What follows belongs to an exercise in optimizing a design on an open flow for small area; a production flow would make more cautious choices.
Function was checked by simulation only, so behaviour that the tests miss may differ from the original.
Power and IR drop assume default switching activity.

## run 1
Design upcoin_top, start of the top module:
module upcoin_top (
  input  logic clk,
  input  logic block_load,
  input  logic sck,
  input  logic sdi,
  output logic sdo,
  output logic done
);
==> flow/config.mk <==
export PLATFORM = sky130hd
export DESIGN_NAME = upcoin_top
export DESIGN_NICKNAME = upcoin_top
export VERILOG_FILES = /design/flow/design.v
export SDC_FILE = /design/flow/constraint.sdc
export NUM_CORES = 4
export LEC_CHECK = 0
export CAP_MARGIN = 20
export CORE_MARGIN = 2
export CORE_UTILIZATION = 80
export CTS_BUF_LIST = sky130_fd_sc_hd__clkbuf_16
export CTS_CLUSTER_DIAMETER = 60
export CTS_CLUSTER_SIZE = 34
export PLACE_DENSITY = 0.88
export SLEW_MARGIN = 20
==> flow/constraint.sdc <==
create_clock -name core_clock -period 10.0 [get_ports {clk}]
set_input_delay 2.0000 -clock core_clock [delete_from_list [all_inputs] [get_ports {clk}]]
set_output_delay 2.0000 -clock core_clock [all_outputs]
set_load 0.01 [all_outputs]
standard.sh (not shown) runs the stock make flow with config.mk's settings and CLKGATE_MAP_FILE= SYNTH_SCRIPT=/design/flow/synth_recipe.tcl, a recipe that flattens the netlist after the stock synthesis.
==> flow/flow/run.sh <==
#!/bin/bash
set -euo pipefail
cd "$(dirname "$0")/.."
export CTS_ARGS="-sink_clustering_enable -repair_clock_nets -dont_use_dummy_load -buf_list sky130_fd_sc_hd__clkbuf_16 -sink_clustering_size 34 -sink_clustering_max_diameter 60"
bash standard.sh > standard_flow.log 2>&1
Status(run 1) = ERROR, stage = global routing (5_1_grt)
For run 2, these inputs were changed with respect to run 1:
==> flow/run.sh (new file) <==
#!/bin/bash
# synth_recipe.tcl (not shown) runs the flow's synth.tcl, then flattens the netlist and writes it again
# the make line also repeats each setting of config.mk as NAME=value (left out here)
make -C /OpenROAD-flow-scripts/flow DESIGN_CONFIG=/design/flow/config.mk WORK_HOME=/design/flow/orfs CLKGATE_MAP_FILE= SYNTH_SCRIPT=/design/flow/synth_recipe.tcl finish
diff --git a/flow/config.mk b/flow/config.mk
--- a/flow/config.mk
+++ b/flow/config.mk
@@ -9,7 +9,6 @@
 export CORE_MARGIN = 2
-export CORE_UTILIZATION = 80
+export CORE_UTILIZATION = 40
 export CTS_BUF_LIST = sky130_fd_sc_hd__clkbuf_16
-export CTS_CLUSTER_DIAMETER = 60
+export CTS_CLUSTER_DIAMETER = 90
 export CTS_CLUSTER_SIZE = 34
-export PLACE_DENSITY = 0.88
 export SLEW_MARGIN = 20
removed: flow/flow/run.sh
removed: flow/standard.sh
--- outcome ---
- Run 2 finished end to end and its layout was clean on timing, DRC and antenna.
- Against run 1, placed wire-length estimate in run 2 came out better.
- From run 1 to run 2 the numbers moved as follows: weighted congestion at the end of routability-driven global placement now sits lower, share of synthesized cell area in full adder, half adder and majority cells flat.
- Diff run 1 -> run 2: die height rose 85 um, H-tree depth fell 1.
Inputs modified between run 2 and run 3:
==> flow/flow/run.sh (new file) <==
#!/bin/bash
set -euo pipefail
cd "$(dirname "$0")/.."
export CTS_ARGS="-sink_clustering_enable -repair_clock_nets -dont_use_dummy_load -buf_list sky130_fd_sc_hd__clkbuf_16 -sink_clustering_size 34 -sink_clustering_max_diameter 80"
bash standard.sh > standard_flow.log 2>&1
==> flow/standard.sh (new file) <==
#!/bin/bash
# synth_recipe.tcl (not shown) runs the flow's synth.tcl, then flattens the netlist and writes it again
# the make line also repeats each setting of config.mk as NAME=value (left out here)
make -C /OpenROAD-flow-scripts/flow DESIGN_CONFIG=/design/flow/config.mk WORK_HOME=/design/flow/orfs CLKGATE_MAP_FILE= SYNTH_SCRIPT=/design/flow/synth_recipe.tcl "${@:-finish}"
diff --git a/flow/config.mk b/flow/config.mk
--- a/flow/config.mk
+++ b/flow/config.mk
@@ -9,5 +9,5 @@
 export CORE_MARGIN = 2
-export CORE_UTILIZATION = 40
+export CORE_UTILIZATION = 65
 export CTS_BUF_LIST = sky130_fd_sc_hd__clkbuf_16
-export CTS_CLUSTER_DIAMETER = 90
+export CTS_CLUSTER_DIAMETER = 80
 export CTS_CLUSTER_SIZE = 34
removed: flow/run.sh
### Flow results
- Between run 3 and run 2, the number of placed instances with taps included is lower for run 3.
- Comparing run 3 and run 2, the higher achievable frequency is on run 3.
- Changes observed in run 3 relative to run 2: layout buffer count excluding clock buffers rose by 3.0%; highest cell delay on the worst timing path fell by 0.06 ns.
- Relative to run 2, run 3 degrades worst hold slack.
- Run 3 ends up with higher global routing met3 resource utilization than run 2 does.
- Minimum clock period improves in run 3 relative to run 2.
- Looking at sequential fraction of design power across run 3 and run 2, the one that comes out higher is run 3.
- Detailed route wirelength on metal3 in run 3 is about 30% above run 2.
- Comparing run 3 and run 2, the lower met1 wire length is on run 3.
- Sort run 3 and run 2 by global-route usage asc -> top: run 2
#### Input delta (run 4 over run 3)
==> flow/flow/run.sh <==
#!/bin/bash
set -euo pipefail
cd "$(dirname "$0")/.."
export CTS_ARGS="-sink_clustering_enable -repair_clock_nets -dont_use_dummy_load -buf_list sky130_fd_sc_hd__clkbuf_16 -sink_clustering_size 26 -sink_clustering_max_diameter 80"
bash standard.sh > standard_flow.log 2>&1
diff --git a/flow/config.mk b/flow/config.mk
--- a/flow/config.mk
+++ b/flow/config.mk
@@ -9,6 +9,6 @@
 export CORE_MARGIN = 2
-export CORE_UTILIZATION = 65
+export CORE_UTILIZATION = 40
 export CTS_BUF_LIST = sky130_fd_sc_hd__clkbuf_16
 export CTS_CLUSTER_DIAMETER = 80
-export CTS_CLUSTER_SIZE = 34
+export CTS_CLUSTER_SIZE = 26
 export SLEW_MARGIN = 20
## What came out
Looking at global-route usage across run 4 and run 3, the one that comes out lower is run 4. Between run 3 and run 4, the flow reports wire length decreasing by a little under 10%. Looking at utilization, run 4 sits below run 3. Number of cell instances on the worst register-to-register path across run 4 and run 3: no real change.


Starting RTL as in the previous note.
Design upcoin_top, start of the top module:
module upcoin_top (
  input  logic clk,
  input  logic block_load,
  input  logic sck,
  input  logic sdi,
  output logic sdo,
  output logic done
);
clock: 10.0 ns
lec_check: 0
cap_margin: 20
core_margin: 2
core_utilization: 40
cts_buf_list: sky130_fd_sc_hd__clkbuf_16
cts_cluster_diameter: 80
cts_cluster_size: 26
slew_margin: 20
run.sh (not shown) runs the stock make flow with config.mk's settings and CLKGATE_MAP_FILE= SYNTH_SCRIPT=/design/flow/synth_recipe.tcl, a recipe that flattens the netlist after the stock synthesis.
Stock flow here: none of the scripts above is used.
The baseline finished with timing, DRC and antenna clean.
Then changed:
Settings changed: CAP_MARGIN 20 to 0, CORE_UTILIZATION 40 to 65, SLEW_MARGIN 20 to 0.
Outcome: Cell area is lower by 1.8%; flip-flop and latch count is unchanged; core utilization is higher by 26 points; sequential share of layout area is higher by 0.83 points; synthesized cell count is unchanged; total power is lower by 1.9%; routed wire length is higher by 8.9%; non-clock buffer count is higher by 1; hold slack improved by 0.0048 ns; maximum frequency is higher by 1.5%.
Then changed:
==> flow/flow/run.sh (new file) <==
#!/bin/bash
set -euo pipefail
cd "$(dirname "$0")/.."
export CTS_ARGS="-sink_clustering_enable -repair_clock_nets -dont_use_dummy_load -buf_list sky130_fd_sc_hd__clkbuf_8 -sink_clustering_size 18 -sink_clustering_max_diameter 50"
bash standard.sh > standard_flow.log 2>&1
==> flow/standard.sh (new file) <==
#!/bin/bash
# synth_recipe.tcl (not shown) runs the flow's synth.tcl, then flattens the netlist and writes it again
# the make line also repeats each setting of config.mk as NAME=value (left out here)
make -C /OpenROAD-flow-scripts/flow DESIGN_CONFIG=/design/flow/config.mk WORK_HOME=/design/flow/orfs CLKGATE_MAP_FILE= SYNTH_SCRIPT=/design/flow/synth_recipe.tcl "${@:-finish}"
Settings changed: CAP_MARGIN 0 to 20, CORE_UTILIZATION 65 to 80, CTS_BUF_LIST sky130_fd_sc_hd__clkbuf_16 to sky130_fd_sc_hd__clkbuf_8, CTS_CLUSTER_DIAMETER 80 to 50, CTS_CLUSTER_SIZE 26 to 18, PLACE_DENSITY set to 0.88, SLEW_MARGIN 0 to 20.
removed: flow/run.sh
=> This time the run never finished: it broke off in global routing. Area after synthesis stays the same. Synthesized cell count is unchanged.
Then changed:
==> flow/flow/run.sh (replaced) <==
#!/bin/bash
set -euo pipefail
cd "$(dirname "$0")/.."
export CTS_ARGS="-sink_clustering_enable -repair_clock_nets -dont_use_dummy_load -buf_list sky130_fd_sc_hd__clkbuf_16 -sink_clustering_size 26 -sink_clustering_max_diameter 80"
bash standard.sh > standard_flow.log 2>&1
Settings changed: CORE_UTILIZATION 80 to 65, CTS_BUF_LIST sky130_fd_sc_hd__clkbuf_8 to sky130_fd_sc_hd__clkbuf_16, CTS_CLUSTER_DIAMETER 50 to 80, CTS_CLUSTER_SIZE 18 to 26, PLACE_DENSITY 0.88 to unset.
Result:
- The new run went through all stages and came out clean
- area after synthesis does not change
- synthesized cell count does not change


upcoin_top, a different RTL version from the one above (not shown whole).
Size: about 2700 cells after synthesis, roughly 800 flip-flops, roughly 6 I/O pins, ~33000 um^2 of cells after synthesis.
Design upcoin_top, start of the top module:
module upcoin_top (
  input  logic clk,
  input  logic block_load,
  input  logic sck,
  input  logic sdi,
  output logic sdo,
  output logic done
);
==> flow/config.mk <==
export PLATFORM = sky130hd
export DESIGN_NAME = upcoin_top
export DESIGN_NICKNAME = upcoin_top
export VERILOG_FILES = /design/flow/design.v
export SDC_FILE = /design/flow/constraint.sdc
export NUM_CORES = 4
export LEC_CHECK = 0
export CAP_MARGIN = 20
export CORE_MARGIN = 2
export CORE_UTILIZATION = 65
export CTS_BUF_LIST = sky130_fd_sc_hd__clkbuf_8
export CTS_CLUSTER_DIAMETER = 50
export CTS_CLUSTER_SIZE = 18
export SLEW_MARGIN = 20
export SYNTH_HIERARCHICAL = 1
export SYNTH_MINIMUM_KEEP_SIZE = 0
==> flow/constraint.sdc <==
create_clock -name core_clock -period 10.0 [get_ports {clk}]
set_input_delay 2.0000 -clock core_clock [delete_from_list [all_inputs] [get_ports {clk}]]
set_output_delay 2.0000 -clock core_clock [all_outputs]
set_load 0.01 [all_outputs]
standard.sh (not shown) runs the stock make flow with config.mk's settings and CLKGATE_MAP_FILE= SYNTH_SCRIPT=/design/flow/synth_recipe.tcl, a recipe that flattens the netlist after the stock synthesis.
==> flow/flow/run.sh <==
#!/bin/bash
set -euo pipefail
cd "$(dirname "$0")/.."
export CTS_ARGS="-sink_clustering_enable -repair_clock_nets -dont_use_dummy_load -buf_list sky130_fd_sc_hd__clkbuf_8 -sink_clustering_size 18 -sink_clustering_max_diameter 50"
bash standard.sh > standard_flow.log 2>&1
Rerun with:
==> flow/flow/run.sh (replaced) <==
#!/bin/bash
set -euo pipefail
cd "$(dirname "$0")/.."
export CTS_ARGS="-sink_clustering_enable -repair_clock_nets -dont_use_dummy_load -buf_list sky130_fd_sc_hd__clkbuf_16 -sink_clustering_size 26 -sink_clustering_max_diameter 80"
bash standard.sh > standard_flow.log 2>&1
CTS_BUF_LIST = sky130_fd_sc_hd__clkbuf_16   (was sky130_fd_sc_hd__clkbuf_8)
CTS_CLUSTER_DIAMETER = 80   (was 50)
CTS_CLUSTER_SIZE = 26   (was 18)
Maximum frequency falls slightly.
Utilization climbs by 0.32 points.
Hold slack got worse by 0.0059 ns.


harbor:
upcoin_top, a different RTL version from the one above (not shown whole).
For scale: ~2600 cells after synthesis, roughly 800 flip-flops, ~6 I/O pins, about 0.033 mm^2 of cells after synthesis.
export LEC_CHECK = 0
export CAP_MARGIN = 20
export CORE_MARGIN = 2
export CORE_UTILIZATION = 65
export CTS_BUF_LIST = sky130_fd_sc_hd__clkbuf_16
export CTS_CLUSTER_DIAMETER = 80
export CTS_CLUSTER_SIZE = 28
export SLEW_MARGIN = 20
export SYNTH_HIERARCHICAL = 1
export SYNTH_MINIMUM_KEEP_SIZE = 0
create_clock -name core_clock -period 10.0 [get_ports {clk}]
==> flow/flow/run.sh <==
#!/bin/bash
set -euo pipefail
cd "$(dirname "$0")/.."
export CTS_ARGS="-sink_clustering_enable -repair_clock_nets -dont_use_dummy_load -buf_list sky130_fd_sc_hd__clkbuf_16 -sink_clustering_size 28 -sink_clustering_max_diameter 80"
bash standard.sh > standard_flow.log 2>&1
harbor: PASS, flow complete, no timing, DRC or antenna violations
[inputs] cedar vs harbor
Settings: CORE_UTILIZATION: 65 -> 70.
### Flow results
- Met3 usage: lower on harbor
- Lower worst setup slack among cedar and harbor: cedar
- On multi-input gate area in the final layout, harbor tracks cedar almost exactly.
- Diff cedar..harbor | sequential share of layout area | negligible
- Clock network power share in cedar vs harbor: up 0.3 points
- harbor -> cedar: via count increased by a little under 10%
- Looking at capturing instance or port of the critical path, the e[31]$_DFF_P_ result is from harbor; the win[15][31]$_DFF_P_ one comes from cedar.
- NOTE cell count harbor->cedar decreased slightly
- Sort cedar and harbor by hold slack, ascending, and cedar comes first.
- Across both runs, power was higher for cedar than for harbor.
Edits applied to the flow inputs when going from cedar to juniper:
Settings: CTS_CLUSTER_DIAMETER changed from 80 to 70; CORE_UTILIZATION changed from 70 to 65; CTS_CLUSTER_SIZE changed from 28 to 30.
==> flow/flow/run.sh <==
#!/bin/bash
set -euo pipefail
cd "$(dirname "$0")/.."
export CTS_ARGS="-sink_clustering_enable -repair_clock_nets -dont_use_dummy_load -buf_list sky130_fd_sc_hd__clkbuf_16 -sink_clustering_size 30 -sink_clustering_max_diameter 70"
bash standard.sh > standard_flow.log 2>&1
Total power consumption of the routed design on juniper is down relative to cedar.
Diff cedar -> juniper: routing usage on met1 dropped 6.2 points, total length of routed met2 wires lost about 8%, remaining global-route overflow flat.
Re share of total power in sequential cells: cedar was lower than juniper.
The power in combinational cells in juniper was lower than what cedar gave.
diff inputs: juniper => lagoon
Settings: changing CTS_CLUSTER_DIAMETER from 70 to 80; changing CTS_CLUSTER_SIZE from 30 to 26.
==> flow/flow/run.sh <==
#!/bin/bash
set -euo pipefail
cd "$(dirname "$0")/.."
export CTS_ARGS="-sink_clustering_enable -repair_clock_nets -dont_use_dummy_load -buf_list sky130_fd_sc_hd__clkbuf_16 -sink_clustering_size 26 -sink_clustering_max_diameter 80"
bash standard.sh > standard_flow.log 2>&1
Notes after the runs:
juniper was carried through to the last stage, and its layout satisfied the timing, design-rule and antenna checks.
lagoon | status: complete | timing, DRC, antenna: pass
Changes observed in lagoon relative to juniper: worst setup margin up 59 ps; clock network latency to the later pin of the worst-skew pair neither gained nor lost much.
Highest routed metal layer = met4: juniper; highest routed metal layer = met5: lagoon
In the reports for lagoon and juniper, the larger count of cells along the worst register-to-register path belongs to juniper.
Taking juniper as the reference, in lagoon power density over cell area climbed 1.1 mW/mm^2; hold slack saw an increase; end-of-flow core utilization level; sequential cell area share about even.
The lower final critical path time including I/O delays and setup came out of lagoon.
Min clock power across lagoon and juniper: juniper


Another version of the RTL of upcoin_top (not shown whole).
Size in the first run: about 800 flip-flops, ~6 I/O pins, roughly 34000 um^2 of cells after synthesis.
clock: 10.0 ns
lec_check: 0
cap_margin: 20
core_margin: 2
core_utilization: 40
cts_buf_list: sky130_fd_sc_hd__clkbuf_16
cts_cluster_diameter: 100
cts_cluster_size: 30
slew_margin: 20
run.sh (not shown) runs the stock make flow with config.mk's settings and CLKGATE_MAP_FILE= SYNTH_SCRIPT=/design/flow/synth_recipe.tcl, a recipe that flattens the netlist after the stock synthesis.
Stock flow here: none of the scripts above is used.
Next try:
- CTS_BUF_LIST: sky130_fd_sc_hd__clkbuf_16 -> not set
- CTS_CLUSTER_DIAMETER: 100 -> not set
- CTS_CLUSTER_SIZE: 30 -> not set
The changed run finished with timing, DRC and antenna clean; setup slack improves by 0.040 ns; clock skew goes up by 0.012 ns; hold slack loses 0.019 ns.

## what the ideal ports hide
The flow's constraints put no driver on any port. The routed layouts listed below were extracted and timed again, unchanged, in two steps. Step 1 (the two cells are an assumption about what drives the block):
set clk [get_ports {clk}]
set_driving_cell -lib_cell sky130_fd_sc_hd__clkbuf_16 $clk
set_driving_cell -lib_cell sky130_fd_sc_hd__buf_2 [delete_from_list [all_inputs] $clk]
Step 2 also shifts input and output timing later by t, the mid clock arrival at the registers, as if the neighbouring blocks saw the same clock. Three values: ideal, step 1, step 2; two values: the first two.
| run | shift t [ns] | slack for setup (ns) | worst setup path at the end |
|---|---|---|---|
| run 2 | 0.702 | 1.497 / 1.497 / 1.497 | register to register |
| run 3 | 0.625 | 1.786 / 1.786 / 1.786 | register to register |
| run 4 | 0.639 | 1.537 / 1.537 / 1.537 | register to register |
| the first run of note 2 | 0.667 | 1.560 / 1.560 / 1.560 | register to register |
| the second run of note 2 | 0.677 | 1.684 / 1.684 / 1.684 | register to register |
| the fourth run of note 2 | 0.643 | 1.736 / 1.736 / 1.736 | register to register |
| the first run of note 3 | 0.717 | 2.260 / 2.260 / 2.260 | register to register |
| the second run of note 3 | 0.631 | 2.218 / 2.218 / 2.218 | register to register |
| harbor | 0.628 | 0.925 / 0.925 / 0.925 | register to register |
| cedar | 0.651 | 0.736 / 0.736 / 0.736 | register to register |
| juniper | 0.613 | 0.994 / 0.994 / 0.994 | register to register |
| lagoon | 0.621 | 1.053 / 1.053 / 1.053 | register to register |
| the first run of note 5 | 0.663 | 1.846 / 1.846 / 1.846 | register to register |
| the second run of note 5 | 0.699 | 1.886 / 1.886 / 1.886 | register to register |
After both steps setup and hold are still met in every run listed.
